This is an optimization exercise on Yosys and OpenROAD, whose aim is small area, not a production implementation.
Only simulation tests tie the RTL to the original design; equivalence was not proved.
Power figures rest on the tool's default switching activity, not on a simulated workload.

Setup of xenon:
// sxp
module sxp
(
  input  wire        clk,
  input  wire        reset_b,
  input  wire [31:0] mem_inst,
  output wire [31:0] mem_pc,
  output wire        spw_we,
  output wire [31:0] spw_addr,
  output wire [31:0] spw_data
);
  reg  [4:0] cnt;       
  reg        clr;       
  wire [2:0] ph = cnt[2:0];
  wire       p0 = (cnt[4:3] == 2'd0);
  wire       p1 = (cnt[4:3] == 2'd1);
  wire       p2 = (cnt[4:3] == 2'd2);
  wire       p3 = (cnt[4:3] == 2'd3);
  wire [1:0] dest    = mem_inst[31:30];
  wire       src_pc  = mem_inst[28];      
  wire       src_imm = mem_inst[27];      
  wire [2:0] op      = mem_inst[26:24];
  wire [3:0] wb      = mem_inst[23:20];
  wire [3:0] rd      = mem_inst[19:16];
  wire [3:0] ra      = mem_inst[15:12];
  wire [3:0] rb      = mem_inst[11:8];
  wire       vld     = ~mem_inst[29] & ~clr;
  wire       wb_flag = (wb[3:2] == 2'b01);
  wire       is_reg  = vld & (dest == 2'b00);
  wire       is_jmp  = vld & (dest == 2'b01);
  wire       is_st   = vld & (dest == 2'b10);
  wire       sub     = (op == 3'd1);
  wire       addsub  = (op[2:1] == 2'b00);
  wire       shl     = (op == 3'd5);
  reg  [31:0] pc;
  reg  [31:0] sa;       
  reg  [31:0] sd;       
  reg  [4:0]  s;        
  reg  [3:0]  prev;     
  reg         ac;       
  reg         pcc;      
  reg         zacc;     
  reg         tk;       
  wire [3:0]  raddr = p1 ? (src_imm ? rd : ra) : rb;
  wire [63:0] heads;
  wire       pol   = cnt[3];                
  wire [3:0]  rport = heads[4*raddr +: 4] ^ {4{pol}};
  wire        wclr  = clr & p3;
  wire        wen   = is_reg & (p2 | (p3 & (ph == 3'd0) & wb_flag));
  wire [3:0]  v;
  wire [3:0]  wdata = wclr ? 4'd0 : (p2 ? v : sd[3:0]);
  wire [3:0]  wx    = wdata ^ {4{pol}};
  genvar g;
  generate
    for (g = 0; g < 16; g = g + 1)
    begin : rf
      reg  [31:0] q;
      wire        we = wclr | (wen & (rd == g));
      always @(posedge clk)
        q <= {~(we ? wx : q[3:0]), q[31:4]};
      assign heads[4*g +: 4] = q[3:0];
    end
  endgenerate
  ...
For scale: ~1,100 cells after synthesis, ~130 I/O pins.
Settings: LEC_CHECK=0, ABC_AREA=1, CAP_MARGIN=20, CORE_MARGIN=2, CORE_UTILIZATION=75, CTS_BUF_LIST=sky130_fd_sc_hd__clkbuf_8, CTS_CLUSTER_DIAMETER=35, CTS_CLUSTER_SIZE=15, SETUP_SLACK_MARGIN=0.4, SLEW_MARGIN=20; clock period 10.0 ns.
standard.sh (not shown) runs the stock make flow with config.mk's settings and CLKGATE_MAP_FILE= SYNTH_SCRIPT=/design/flow/synth_recipe.tcl, a recipe that flattens the netlist after the stock synthesis.
==> flow/flow/run.sh <==
#!/bin/bash
# Standard layout with two changes: the port buffers are the smallest buffer
# cell, and the synthesized logic is re-mapped for area and started at the
# smallest drive strengths (post_synth.tcl, run at the end of the synthesis
# step); CTS adds no dummy loads. Each tool's output goes to standard.log.
set -e
cp standard.sh standard_sh_copy.log
export BUFFER_PORTS_ARGS="-buffer_cell sky130_fd_sc_hd__buf_1"
export POST_SYNTH_TCL=$PWD/flow/post_synth.tcl
export CTS_ARGS="-sink_clustering_enable -repair_clock_nets -sink_clustering_size 15 -sink_clustering_max_diameter 35 -buf_list sky130_fd_sc_hd__clkbuf_8 -dont_use_dummy_load"
bash standard.sh > standard.log 2>&1
Other scripts of this flow, unchanged in this note and not shown: flow/flow/downsize.tcl, flow/flow/filter_lib.py, flow/flow/post_synth.tcl
#### Input delta (juniper over xenon)
- SETUP_SLACK_MARGIN: 0.4 -> 1.5
Findings:
juniper has completed all stages; timing, DRC and antenna checks passed.
Of xenon and juniper, juniper shows the lower fraction of the cycle the final worst path needs, with xenon above it.
juniper supports a higher top clock frequency than xenon.
Global-route wire length before repair (juniper over xenon): decrease, about 1.8%
rf[2].q[31] as the worst setup path endpoint was reported by juniper, and rf[6].q[30] by xenon.
Combinational power delta for juniper relative to xenon: about 4% higher
Inputs modified between juniper and maple:
- CORE_UTILIZATION now 85, was 75
- SETUP_SLACK_MARGIN now 0.7, was 1.5
[summary]
- maple: it failed during clock tree synthesis, and the tool reported DPL-0033.
- maple ended with less number of CTS-inserted buffers than juniper.
- On synthesized cell count, maple tracks juniper almost exactly.
- Lower initial core utilization goes to juniper over maple.
- Diff juniper -> maple | die span in x | decrease of 8.8 um
> inputs changed (maple -> cedar)
- swapping 85 for 75 in CORE_UTILIZATION
- swapping sky130_fd_sc_hd__clkbuf_8 for sky130_fd_sc_hd__clkbuf_4 sky130_fd_sc_hd__clkbuf_8 in CTS_BUF_LIST
-- flow/flow/run.sh --
<<< maple, line 10
export CTS_ARGS="-sink_clustering_enable -repair_clock_nets -sink_clustering_size 15 -sink_clustering_max_diameter 35 -buf_list sky130_fd_sc_hd__clkbuf_8 -dont_use_dummy_load"
>>> cedar, line 10
export CTS_ARGS="-sink_clustering_enable -repair_clock_nets -sink_clustering_size 15 -sink_clustering_max_diameter 35 -buf_list {sky130_fd_sc_hd__clkbuf_4 sky130_fd_sc_hd__clkbuf_8} -dont_use_dummy_load"
### Flow results
Re synthesized net count: no difference whatsoever between maple and cedar. Relative to maple, count of placed standard cells including taps has increased by 44 in cedar. Die span in x: cedar higher than maple. cedar went all the way through the flow, and no timing, DRC or antenna check failed. The cell area reported after detailed placement number comes out higher for cedar vs maple. Comparing maple against cedar, there is no change at all in area of the mapped netlist. Going from maple to cedar, initial standard-cell utilization of the core dropped 10 points; final HPWL from detailed placement fell by 5400 um.
[inputs] raven vs cedar
- SETUP_SLACK_MARGIN now 0.4, was 0.7
- CTS_BUF_LIST now sky130_fd_sc_hd__clkbuf_8, was sky130_fd_sc_hd__clkbuf_4 sky130_fd_sc_hd__clkbuf_8
==> flow/flow/run.sh <==
#!/bin/bash
# Standard layout with two changes: the port buffers are the smallest buffer
# cell, and the synthesized logic is re-mapped for area and started at the
# smallest drive strengths (post_synth.tcl, run at the end of the synthesis
# step); CTS adds no dummy loads. The make run's full output (yosys and
# openroad) goes to standard.log; ORFS keeps each step's log under orfs/logs.
set -e
export BUFFER_PORTS_ARGS="-buffer_cell sky130_fd_sc_hd__buf_1"
export POST_SYNTH_TCL=$PWD/flow/post_synth.tcl
export CTS_ARGS="-sink_clustering_enable -repair_clock_nets -sink_clustering_size 15 -sink_clustering_max_diameter 35 -buf_list sky130_fd_sc_hd__clkbuf_8 -dont_use_dummy_load"
bash standard.sh > standard.log 2>&1
- Diff cedar..raven | total number of nets in the final design | negligible
- Run comparison: raven highest routing layer actually used met5; cedar highest routing layer actually used met4
- Changes observed in raven relative to cedar: register cell area after layout saw little to no change, wire length per cell after detailed routing saw a decrease, stage delay of the slowest cell on the critical path saw an increase, proportion of layout cells with a drive suffix above 1 saw a decrease.
- Summary of raven over cedar: all-layer global routing usage did not really move; worst reg-to-reg setup slack went down; clock group share of total power shows a reduction of 0.5 points; wire length fell 1.3%.
- The run with more setup slack is cedar; raven has less.
- Compared with cedar, placement density in the core of raven is lower.
> inputs changed (raven -> fjord)
- CTS_CLUSTER_DIAMETER changed from 35 to 40
- CTS_CLUSTER_SIZE changed from 15 to 18
- SETUP_SLACK_MARGIN changed from 0.4 to 0.7
==> flow/flow/run.sh <==
#!/bin/bash
# Standard layout with two changes: the port buffers are the smallest buffer
# cell, and the synthesized logic is re-mapped for area and started at the
# smallest drive strengths (post_synth.tcl, run at the end of the synthesis
# step); CTS adds no dummy loads. Each tool's output goes to standard.log.
set -e
cp standard.sh standard_sh_copy.log
export BUFFER_PORTS_ARGS="-buffer_cell sky130_fd_sc_hd__buf_1"
export POST_SYNTH_TCL=$PWD/flow/post_synth.tcl
export CTS_ARGS="-sink_clustering_enable -repair_clock_nets -sink_clustering_size 18 -sink_clustering_max_diameter 40 -buf_list sky130_fd_sc_hd__clkbuf_8 -root_buf sky130_fd_sc_hd__clkbuf_16 -dont_use_dummy_load"
bash standard.sh > standard.log 2>&1
Findings:
Diff raven -> fjord: worst relative slew slack increased 2.5 points; per-instance average area after synthesis essentially unchanged. The setup slack of fjord is larger than that of raven. Compared fjord against raven; power consumption within noise. Of the two values seen for termination of the worst setup path, rf[10].q[31] was produced by fjord and rf[6].q[30] by raven. Wire length, raven and fjord: higher on raven.

== run 1 ==
The RTL this note starts from:
==> flow/design.v <==
`default_nettype none
package sxp_pkg;
  typedef logic [32-1:0] data_t;      
  typedef logic [32-1:0] inst_t;      
  typedef logic [4-1:0]   rf_addr_t;   
  typedef logic [16-1:0]  imm_t;       
  typedef logic [3:0]             cvnz_t;      
  typedef enum logic [1:0] {
    DEST_REG   = 2'b00,
    DEST_JUMP  = 2'b01,
    DEST_STORE = 2'b10,
    DEST_NONE  = 2'b11    
  } dest_cfg_e;
  typedef enum logic [2:0] {
    SRC_RR = 3'b000,   
    SRC_RI = 3'b001,   
    SRC_PR = 3'b010,   
    SRC_PI = 3'b011    
  } src_cfg_e;
  typedef enum logic [2:0] {
    ALU_ADD, ALU_SUB, ALU_AND, ALU_OR, ALU_XOR, ALU_SHL, ALU_SHR, ALU_PASSB
  } alu_op_e;
  typedef enum logic [3:0] {
    WB_RESULT = 4'b0000,
    WB_Z      = 4'b0100,
    WB_N      = 4'b0101,
    WB_V      = 4'b0110,
    WB_C      = 4'b0111
  } wb_cfg_e;
endpackage
`default_nettype wire
`default_nettype none
module sxp
(
  input  wire        clk,
  input  wire        reset_b,
  input  wire [31:0] mem_inst,
  output wire [31:0] mem_pc,
  output wire        spw_we,
  output wire [31:0] spw_addr,
  output wire [31:0] spw_data
);
  reg  [4:0] cnt;       
  reg        clr;       
  reg        pend;      
  wire [2:0] ph = cnt[2:0];
  wire       p0 = (cnt[4:3] == 2'd0);
  wire       p1 = (cnt[4:3] == 2'd1);
  wire       p2 = (cnt[4:3] == 2'd2);
  wire       p3 = (cnt[4:3] == 2'd3);
  wire [1:0] dest    = mem_inst[31:30];
  wire       src_pc  = mem_inst[28];      
  wire       src_imm = mem_inst[27];      
  wire [2:0] op      = mem_inst[26:24];
  wire [3:0] wb      = mem_inst[23:20];
  wire [3:0] rd      = mem_inst[19:16];
  wire [3:0] ra      = mem_inst[15:12];
  wire [3:0] rb      = mem_inst[11:8];
  wire       vld     = ~mem_inst[29] & ~clr;
  wire       wb_flag = (wb[3:2] == 2'b01);
  wire       is_reg  = vld & (dest == 2'b00);
  wire       is_jmp  = vld & (dest == 2'b01);
  wire       is_st   = vld & (dest == 2'b10);
  wire       sub     = (op == 3'd1);
  wire       addsub  = (op[2:1] == 2'b00);
  wire       shl     = (op == 3'd5);
  reg  [31:0] pc;
  reg  [31:0] sa;       
  reg  [31:0] sd;       
  reg  [4:0]  s;        
  reg  [3:0]  prev;     
  reg         ac;       
  reg         pcc;      
  reg         zacc;     
  reg         f;        
  reg         tk;       
  wire [3:0]  raddr = p1 ? (src_imm ? rd : ra) : rb;
  wire [63:0] heads;
  wire [3:0]  rport = heads[4*raddr +: 4];
  wire        wclr  = clr & p3;
  wire        wen   = is_reg & (p2 | (p3 & (ph == 3'd0) & wb_flag));
  wire [3:0]  v;
  wire [3:0]  wdata = wclr ? 4'd0 : (p2 ? v : {3'b000, f});
  genvar g;
  generate
    for (g = 0; g < 16; g = g + 1)
    begin : rf
      reg  [31:0] q;
      wire        we = wclr | (wen & (rd == g));
      always @(posedge clk)
        q <= {(we ? wdata : q[3:0]), q[31:4]};
      assign heads[4*g +: 4] = q[3:0];
    end
  endgenerate
  wire [3:0] imm_dig = ph[2] ? 4'd0 : mem_inst[4*ph[1:0] +: 4];
  wire [3:0] b_t     = src_imm ? imm_dig : rport;
  wire [2:0] pidx = p1 ? ph : ph + 3'd1;
  wire [3:0] pdig = pc[4*pidx +: 4];
  wire [4:0] pinc = {1'b0, pdig} + {4'd0, ((pidx == 3'd0) | pcc)};
  wire [3:0] a_t  = src_pc ? pinc[3:0] : rport;
  wire [2:0] d  = s[4:2];
  wire [1:0] r  = s[1:0];
  wire [2:0] j  = shl ? (3'd0 - d) : (d + 3'd1);      
  wire [3:0] tapv = (j == 3'd0) ? a_t : sa[4*j +: 4];
  wire [3:0] ph_d = {1'b0, ph} + {1'b0, d};
  wire       tvld = shl ? (p1 & (ph >= d))
                        : ((p1 & (ph == 3'd7)) | (p2 & (ph_d <= 4'd6)));
  wire [3:0] newd = tapv & {4{tvld}};
  wire [7:0] win  = {newd, prev};
  wire [2:0] fo   = shl ? (3'd4 - {1'b0, r}) : {1'b0, r};
  wire [7:0] wsh  = win >> fo;
  wire [3:0] ysh  = wsh[3:0];
  wire [3:0] a2  = sa[3:0];
  wire [3:0] bx  = b_t ^ {4{sub}};
  wire       aci = (ph == 3'd0) ? sub : ac;
  wire [4:0] sum = {1'b0, a2} + {1'b0, bx} + {4'd0, aci};
  reg  [3:0] y;
  always @(*)
  begin
    case (op)
      3'd0, 3'd1: y = sum[3:0];
      3'd2:       y = a2 & b_t;
      3'd3:       y = a2 | b_t;
      3'd4:       y = a2 ^ b_t;
      3'd5:       y = sd[3:0];
      3'd6:       y = ysh;
      default:    y = b_t;
    endcase
  end
  assign v = wb_flag ? 4'd0 : y;
  wire zrun = ((ph == 3'd0) | zacc) & (y == 4'd0);
  wire fz   = zrun;
  wire fn   = y[3];
  wire fv   = addsub & (a2[3] == bx[3]) & (sum[3] != a2[3]);
  wire fc   = addsub & sum[4];
  reg  fsel;
  always @(*)
  begin
    case (wb[1:0])
      2'd0:    fsel = fz;
      2'd1:    fsel = fn;
      2'd2:    fsel = fv;
      default: fsel = fc;
    endcase
  end
  wire take_c = is_jmp & ((mem_inst[0] & ~src_imm) ? (s[0] ^ mem_inst[1]) : 1'b1);
  wire last2  = (cnt == 5'd23);
  wire take   = last2 ? take_c : tk;
  wire [3:0] tgt  = (last2 & wb_flag) ? {3'b000, fsel} : sd[7:4];
  wire [3:0] pnew = clr ? 4'd0 : (take ? tgt : pinc[3:0]);
  wire [3:0] sa_in = p1 ? a_t : (p2 ? b_t : sa[3:0]);
  wire [3:0] sd_in = (p1 & shl) ? ysh :
                     p2 ? v :
                     (p3 & (ph == 3'd0) & wb_flag) ? {3'b000, f} : sd[3:0];
  always @(posedge clk)
  begin
    sa   <= {sa_in, sa[31:4]};
    sd   <= {sd_in, sd[31:4]};
    prev <= newd;
    ac   <= sum[4];
    pcc  <= pinc[4];
    zacc <= zrun;
    f    <= fsel;
    if (last2)
      tk <= take_c;
    if (cnt == 5'd0)
      s[3:0] <= b_t;
    if (cnt == 5'd1)
      s[4] <= b_t[0];
  end
  genvar k;
  generate
    for (k = 0; k < 8; k = k + 1)
    begin : pcd
      always @(posedge clk)
        if (cnt == 5'd23 + k)
          pc[4*k +: 4] <= pnew;
    end
  endgenerate
  always @(posedge clk or negedge reset_b)
  begin
    if (!reset_b)
    begin
      cnt  <= 5'd23;
      clr  <= 1'b1;
      pend <= 1'b0;
    end
    else
    begin
      cnt <= cnt + 5'd1;
      if (cnt == 5'd31)
        clr <= 1'b0;
      if (cnt == 5'd24)
        pend <= is_st;
    end
  end
  assign mem_pc   = pc;
  assign spw_we   = pend & (cnt == 5'd0);
  assign spw_addr = sa;
  assign spw_data = sd;
endmodule
`default_nettype wire
clock: 10.0 ns
lec_check: 0
abc_area: 1
cap_margin: 20
core_margin: 2
core_utilization: 70
cts_buf_list: sky130_fd_sc_hd__clkbuf_4
slew_margin: 20
run.sh (not shown) runs the stock make flow with config.mk's settings and CLKGATE_MAP_FILE= SYNTH_SCRIPT=/design/flow/synth_recipe.tcl, a recipe that flattens the netlist after the stock synthesis.
Stock flow here: none of the scripts above is used.
### run 1 -> run 2
- a deleted CTS_BUF_LIST that had been sky130_fd_sc_hd__clkbuf_4
- a deleted ABC_AREA that had been 1
- a change of CORE_UTILIZATION from 70 to 40
--- outcome ---
Clock-buffer cell count in run 2 is 113 below run 1.
Diff run 1 -> run 2: standard cell area after detailed placement picked up an extra 630 µm², standby leakage power lost 1.9%, final layout net count lost 308.
Diff run 1 and run 2: synthesis-to-finish area growth lower in run 1
Final instance area for run 2 is higher than for run 1.
No stage failed in run 2, and the final checks on the layout all came back clean.
Routed wire length ended up about 10% lower on run 2 than on run 1.
On clock skew: between run 1 and run 2, it ends up lower for run 2.
Lower critical path depth goes to run 2 over run 1.
Vertical die dimension: lower on run 1
Of run 2 and run 1, it is run 2 that has the higher share of the final layout cell area in multi-input gates.

port drivers added, routing unchanged:
In the flow no input, the clock included, has a driving cell. The finished layouts below were timed again as built, in two steps.
Step 1, drivers: a clkbuf_16 drives clk and a buf_2 each remaining input, both assumed.
Step 2, shift: input delay + t, output delay - t, t = (earliest + latest rising clock arrival at the registers) / 2. This alone moves slack from input paths to output paths.
Slacks: ideal / step 1 / step 2; pairs: ideal / step 1.
run	t, ns	setup slack, ns	hold slack, ns	latest minus earliest clock arrival (ns)	worst register clock-pin slew, ns
xenon	0.633	0.630 / 0.571 / -0.062	0.285 / 0.285 / 0.285	0.078 / 0.078	0.10 / 0.10
juniper	0.649	1.467 / 1.403 / 0.753	0.260 / 0.260 / 0.260	0.113 / 0.113	0.11 / 0.11
cedar	0.641	0.704 / 0.661 / 0.019	0.291 / 0.291 / 0.291	0.103 / 0.103	0.12 / 0.12
raven	0.633	0.630 / 0.571 / -0.062	0.285 / 0.285 / 0.285	0.078 / 0.078	0.10 / 0.10
fjord	0.568	1.089 / 1.089 / 0.563	0.293 / 0.293 / 0.293	0.088 / 0.088	0.12 / 0.12
run 1	0.832	3.515 / 3.461 / 2.629	0.302 / 0.302 / 0.302	0.057 / 0.057	0.09 / 0.09
run 2	0.649	2.321 / 2.318 / 1.668	0.316 / 0.316 / 0.316	0.032 / 0.033	0.07 / 0.07
Met with ideal ports but missed after step 2: setup timing in xenon and raven. For run 1, which loses most, drivers alone change the setup slack by -0.054 ns; drivers and shift together by -0.886 ns.
